What follows belongs to an exercise in optimizing a design on an open flow for small area, a short achievable clock period and few clock cycles per item; a production flow would make more cautious choices. Function was checked by simulation only, so behaviour that the tests miss may differ from the original. Power figures rest on the tool's default switching activity, not on a simulated workload.

[flow/run.sh]
#!/bin/bash
# synth_recipe.tcl (not shown) runs the flow's synth.tcl, then flattens the netlist and writes it again
# the make line also repeats each setting of config.mk as NAME=value (left out here)
make -C /OpenROAD-flow-scripts/flow DESIGN_CONFIG=/design/flow/config.mk WORK_HOME=/design/flow/orfs CLKGATE_MAP_FILE= SYNTH_SCRIPT=/design/flow/synth_recipe.tcl finish
[flow/config.mk]
export PLATFORM = sky130hd
export DESIGN_NAME = indexed_insert_delete_list
export DESIGN_NICKNAME = indexed_insert_delete_list
export VERILOG_FILES = /design/flow/design.v
export SDC_FILE = /design/flow/constraint.sdc
export NUM_CORES = 4
export LEC_CHECK = 0
export CAP_MARGIN = 20
export CELL_PAD_IN_SITES_DETAIL_PLACEMENT = 1
export CELL_PAD_IN_SITES_GLOBAL_PLACEMENT = 2
export CORE_MARGIN = 2
export CORE_UTILIZATION = 30
export PLACE_DENSITY = 0.4
export SLEW_MARGIN = 20
[flow/constraint.sdc]
create_clock -name core_clock -period 5.0 [get_ports {clock}]
set_input_delay 1.0000 -clock core_clock [delete_from_list [all_inputs] [get_ports {clock}]]
set_output_delay 1.0000 -clock core_clock [all_outputs]
set_load 0.01 [all_outputs]
[flow/design.v]
package iidl_pkg;
   localparam int CAPACITY_DEF = 64;
   localparam int DATA_W       = 32;
   localparam int OPCODE_W     = 3;
   localparam int POS_W        = 7;
   localparam int STATUS_W     = 2;
   localparam int LEN_W        = 7;
   localparam int READ_GROUP   = 8;
   localparam logic [OPCODE_W-1:0] OP_READ   = 3'd0;
   localparam logic [OPCODE_W-1:0] OP_FRONT  = 3'd1;
   localparam logic [OPCODE_W-1:0] OP_APPEND = 3'd2;
   localparam logic [OPCODE_W-1:0] OP_INSERT = 3'd3;
   localparam logic [OPCODE_W-1:0] OP_DELETE = 3'd4;
   localparam logic [STATUS_W-1:0] ST_DONE  = 2'd0;
   localparam logic [STATUS_W-1:0] ST_RANGE = 2'd1;
   localparam logic [STATUS_W-1:0] ST_FULL  = 2'd2;
   typedef struct packed {
      logic ins;
      logic del;
   } shift_ctl_type;
endpackage
import iidl_pkg::*;
module iidl_cell (
   input  logic                         clock,
   input  logic                         sel_left,
   input  logic                         sel_ins,
   input  logic                         sel_right,
   input  logic [iidl_pkg::DATA_W-1:0]  ins_value,
   input  logic [iidl_pkg::DATA_W-1:0]  left_value,
   input  logic [iidl_pkg::DATA_W-1:0]  right_value,
   output logic [iidl_pkg::DATA_W-1:0]  value
);
   logic [DATA_W-1:0] value_ff;
   logic              sel_hold;
   assign sel_hold = !(sel_left || sel_ins || sel_right);
   always_ff @(posedge clock) begin
      value_ff <= ({DATA_W{sel_left}}  & left_value)
                | ({DATA_W{sel_ins}}   & ins_value)
                | ({DATA_W{sel_right}} & right_value)
                | ({DATA_W{sel_hold}}  & value_ff);
   end
   assign value = value_ff;
endmodule
import iidl_pkg::*;
module iidl_read_tree #(
   parameter int CAPACITY = iidl_pkg::CAPACITY_DEF
) (
   input  logic [CAPACITY-1:0]                       sel,
   input  logic [CAPACITY-1:0][iidl_pkg::DATA_W-1:0] values,
   output logic [iidl_pkg::DATA_W-1:0]               result
);
   always_comb begin
      result = '0;
      for (int i = 0; i < CAPACITY; i++) begin
         result = result | ({DATA_W{sel[i]}} & values[i]);
      end
   end
endmodule
import iidl_pkg::*;
module indexed_insert_delete_list #(
   parameter int CAPACITY = iidl_pkg::CAPACITY_DEF
) (
   input  logic                           clock,
   input  logic                           reset,
   input  logic                           req_valid,
   output logic                           req_ready,
   input  logic [iidl_pkg::OPCODE_W-1:0]  req_opcode,
   input  logic [iidl_pkg::POS_W-1:0]     req_position,
   input  logic [iidl_pkg::DATA_W-1:0]    req_value,
   output logic                           rsp_valid,
   input  logic                           rsp_ready,
   output logic [iidl_pkg::DATA_W-1:0]    rsp_read_value,
   output logic [iidl_pkg::STATUS_W-1:0]  rsp_status,
   output logic [iidl_pkg::LEN_W-1:0]     rsp_length
);
   localparam int CNT_W = $clog2(CAPACITY + 1);
   localparam int CMP_W = (CNT_W > POS_W) ? CNT_W : POS_W;
   localparam int RSP_W = DATA_W + STATUS_W + LEN_W;
   logic                s0_valid_ff;
   logic [OPCODE_W-1:0] s0_op_ff;
   logic [POS_W-1:0]    s0_pos_ff;
   logic [DATA_W-1:0]   s0_value_ff;
   logic [CNT_W-1:0]    count_ff, count_in;
   logic                out_valid_ff, skid_valid_ff;
   logic [RSP_W-1:0]    out_ff, skid_ff, rsp_in;
   logic                go, out_free;
   logic [CMP_W-1:0]    pos_ext, count_ext;
   logic                is_read, is_front, is_append, is_insert, is_delete;
   logic                full, pos_lt_n, pos_le_n, ins_ok, del_ok;
   logic [STATUS_W-1:0] status_in;
   logic [DATA_W-1:0]   read_value, rd_value_in;
   logic [CAPACITY-1:0] pos_eq, pos_lt, cnt_eq;
   logic [CAPACITY-1:0] sel_left, sel_ins, sel_right;
   logic [CAPACITY-1:0][DATA_W-1:0] cell_values;
   assign req_ready = !(s0_valid_ff && skid_valid_ff);
   assign go        = s0_valid_ff && !skid_valid_ff;
   assign out_free  = !out_valid_ff || rsp_ready;
   always_ff @(posedge clock) begin
      if (req_ready) begin
         s0_op_ff    <= req_opcode;
         s0_pos_ff   <= req_position;
         s0_value_ff <= req_value;
      end
   end
   assign pos_ext   = CMP_W'(s0_pos_ff);
   assign count_ext = CMP_W'(count_ff);
   assign is_read   = (s0_op_ff == OP_READ);
   assign is_front  = (s0_op_ff == OP_FRONT);
   assign is_append = (s0_op_ff == OP_APPEND);
   assign is_insert = (s0_op_ff == OP_INSERT);
   assign is_delete = (s0_op_ff == OP_DELETE);
   assign full      = (count_ext >= CMP_W'(CAPACITY));
   assign pos_lt_n  = (pos_ext < count_ext);
   assign pos_le_n  = (pos_ext <= count_ext);
   assign ins_ok = (is_front || is_append || (is_insert && pos_le_n)) && !full;
   assign del_ok = is_delete && pos_lt_n;
   always_comb begin
      status_in = ST_DONE;
      if ((is_read || is_delete) && !pos_lt_n) begin
         status_in = ST_RANGE;
      end else if (is_insert && !pos_le_n) begin
         status_in = ST_RANGE;
      end else if ((is_front || is_append || is_insert) && full) begin
         status_in = ST_FULL;
      end
   end
   always_comb begin
      count_in = count_ff;
      if (ins_ok) begin
         count_in = count_ff + CNT_W'(1);
      end else if (del_ok) begin
         count_in = count_ff - CNT_W'(1);
      end
   end
   for (genvar i = 0; i < CAPACITY; i++) begin : g_dec
      assign pos_eq[i] = (pos_ext == CMP_W'(i));
      assign pos_lt[i] = (pos_ext < CMP_W'(i));
      assign cnt_eq[i] = (count_ext == CMP_W'(i));
      assign sel_ins[i]   = go && !full && ((is_insert && pos_eq[i]) || (is_append && cnt_eq[i])
                                            || (is_front && (i == 0)));
      assign sel_left[i]  = go && !full && ((is_insert && pos_lt[i]) || (is_front && (i != 0)));
      assign sel_right[i] = go && is_delete && (pos_lt[i] || pos_eq[i]) && (i != CAPACITY - 1);
   end
   for (genvar i = 0; i < CAPACITY; i++) begin : g_cell
      logic [DATA_W-1:0] left_value, right_value;
      if (i == 0) begin : g_first
         assign left_value = '0;
      end else begin : g_left
         assign left_value = cell_values[i-1];
      end
      if (i == CAPACITY - 1) begin : g_last
         assign right_value = '0;
      end else begin : g_right
         assign right_value = cell_values[i+1];
      end
      iidl_cell u_cell (
         .clock       (clock),
         .sel_left    (sel_left[i]),
         .sel_ins     (sel_ins[i]),
         .sel_right   (sel_right[i]),
         .ins_value   (s0_value_ff),
         .left_value  (left_value),
         .right_value (right_value),
         .value       (cell_values[i])
      );
   end
   iidl_read_tree #(
      .CAPACITY (CAPACITY)
   ) u_read_tree (
      .sel    (pos_eq),
      .values (cell_values),
      .result (read_value)
   );
   always_comb begin
      rd_value_in = '0;
      if (is_read) begin
         rd_value_in = pos_lt_n ? read_value : '1;
      end
   end
   assign rsp_in = {rd_value_in, status_in, LEN_W'(count_in)};
   always_ff @(posedge clock) begin
      if (reset) begin
         s0_valid_ff   <= 1'b0;
         count_ff      <= '0;
         out_valid_ff  <= 1'b0;
         skid_valid_ff <= 1'b0;
      end else begin
         if (req_ready) begin
            s0_valid_ff <= req_valid;
         end
         if (go) begin
            count_ff <= count_in;
         end
         if (out_free) begin
            out_valid_ff  <= skid_valid_ff || go;
            skid_valid_ff <= 1'b0;
         end else if (go) begin
            skid_valid_ff <= 1'b1;
         end
      end
   end
   always_ff @(posedge clock) begin
      if (out_free) begin
         out_ff <= skid_valid_ff ? skid_ff : rsp_in;
      end else if (go) begin
         skid_ff <= rsp_in;
      end
   end
   assign rsp_valid      = out_valid_ff;
   assign rsp_read_value = out_ff[RSP_W-1 -: DATA_W];
   assign rsp_status     = out_ff[LEN_W +: STATUS_W];
   assign rsp_length     = out_ff[LEN_W-1:0];
endmodule
==> summary.txt <==
## cell families after synthesis
logic type	count (synthesis)	share of synthesized area
AO/OA/AOI/OAI	3402	0.292
XOR/XNOR	6	0.000506
adder cells (fa/ha/maj)	11	0.00133
buffers and inverters	1394	0.0537
flip-flops	2182	0.433
multiplexers	185	0.0190
AND/OR/NAND/NOR	5097	0.201
## routing by layer
metal | overflow | track usage
met5 | 0 | 0.239
met4 | 3 | 0.699
met3 | 0 | 0.576
met2 | 3 | 0.880
met1 | 0 | 0.771
## power by group through the flow
stage          clock network (uW)  logic (uW)  registers [uW]
3_3_place_gp                    0        3950           21000
2_1_floorplan                   0        1560           19300
3_5_place_dp                    0        4080           21000
4_1_cts                     20100        4100           20700
## per-stage QoR
stage	cell area, sq um	total power (uW)
global placement	117000	25000
floorplan	104000	20800
CTS	127000	44900
detailed placement	118000	25100
## Yosys cell counts, types with 8 or more instances
cell | count | area, sq um
nand2_1 | 4209 | 15800
dfxtp_1 | 2058 | 41200
a222oi_1 | 2007 | 20100
clkbuf_1 | 1090 | 4090
a22oi_1 | 607 | 4560
nor2_1 | 246 | 923
buf_2 | 166 | 831
a21oi_1 | 151 | 756
nor3_1 | 129 | 646
edfxtp_1 | 124 | 3720
a22o_1 | 119 | 1040
o21ai_0 | 110 | 551
mux2i_1 | 109 | 1090
nand3_1 | 94 | 470
nand4_1 | 94 | 588
mux2_2 | 74 | 833
and3_1 | 67 | 419
buf_1 | 59 | 221
a221oi_1 | 57 | 499
a32oi_1 | 53 | 464
o22ai_1 | 53 | 332
nor4_1 | 48 | 300
inv_1 | 46 | 173
and2_1 | 39 | 244
a31oi_1 | 38 | 238
a2111oi_0 | 25 | 219
nor2b_1 | 24 | 150
buf_4 | 23 | 173
and4_1 | 20 | 175
a2bb2oi_1 | 19 | 166
or4_1 | 18 | 135
a32o_1 | 16 | 160
o2bb2ai_1 | 16 | 140
o21ai_1 | 14 | 70.1
a211oi_1 | 13 | 97.6
a221o_1 | 13 | 130
o211ai_1 | 13 | 97.6
ha_1 | 11 | 138
o22a_1 | 10 | 87.6
o32ai_1 | 10 | 87.6
a21o_1 | 9 | 67.6
or3_1 | 9 | 56.3
nor3_2 | 8 | 80.1
nor4bb_1 | 8 | 80.1
## how the worst max path moves through the flow
stage | endpoint | depth (start not counted)
2_1_floorplan | skid_ff[0] | 2
3_5_place_dp | out_ff[33] | 12
4_1_cts | out_ff[19] | 12
3_3_place_gp | out_ff[32] | 11
## timing repair
item	CTS
hold buffers	0
endpoints found under the setup margin	4
resized for setup	4
==> impl_results.md <==
- CTS Buffer Depth: 4
- Failed at: 5_1_grt
- Setup Slack @ Placement: -0.0732 ns
- Top_reg_cell synth: dfxtp_1
- Starting Density: 0.301
- Async SR Flop Fraction: 0
- Clock Root Buffer: clkbuf_16
- Post-Syn Nets: 12334
- Dpl hpwl: 996 mm
- Die X: 592 microns
- Clock tree sinks: 2182
- Gr ovfl total: 6
- H-tree depth: 5
- Setup Buffers After CTS: 0
- Total clock buffers created by CTS: 265
- Placement row count: 216
- Mapped cell area: 0.104 sq mm
- First-pass GRT wire length: 1690 mm
- Err: [ERROR GRT-0116] Global routing finished with congestion. Check the congestion regions in the DRC Viewer.
- Synth cell types: 92
- #FFs+latches synth: 2182
- Io pins: 89
- Status: aborted with a tool error
- EDFF count, synth: 124
- Seq/Total Area, Yosys: 0.433
- Number of global-route vias before repair: 143529
- Ys Warns: 3
- Cells after DPL: 16781
- Syn Area/Cell: 8.46 sq um
- Tot GR Track Use: 0.735
- Gpl congestion: 1.27
- Die height: 592 microns
- Post-Syn Instances: 12277
- Port Buf Inserts: 88
- Largest net degree at the start of global routing: 65
Testbench counts, summed over its fixed seeds: cycles 4,816, items 4,800.
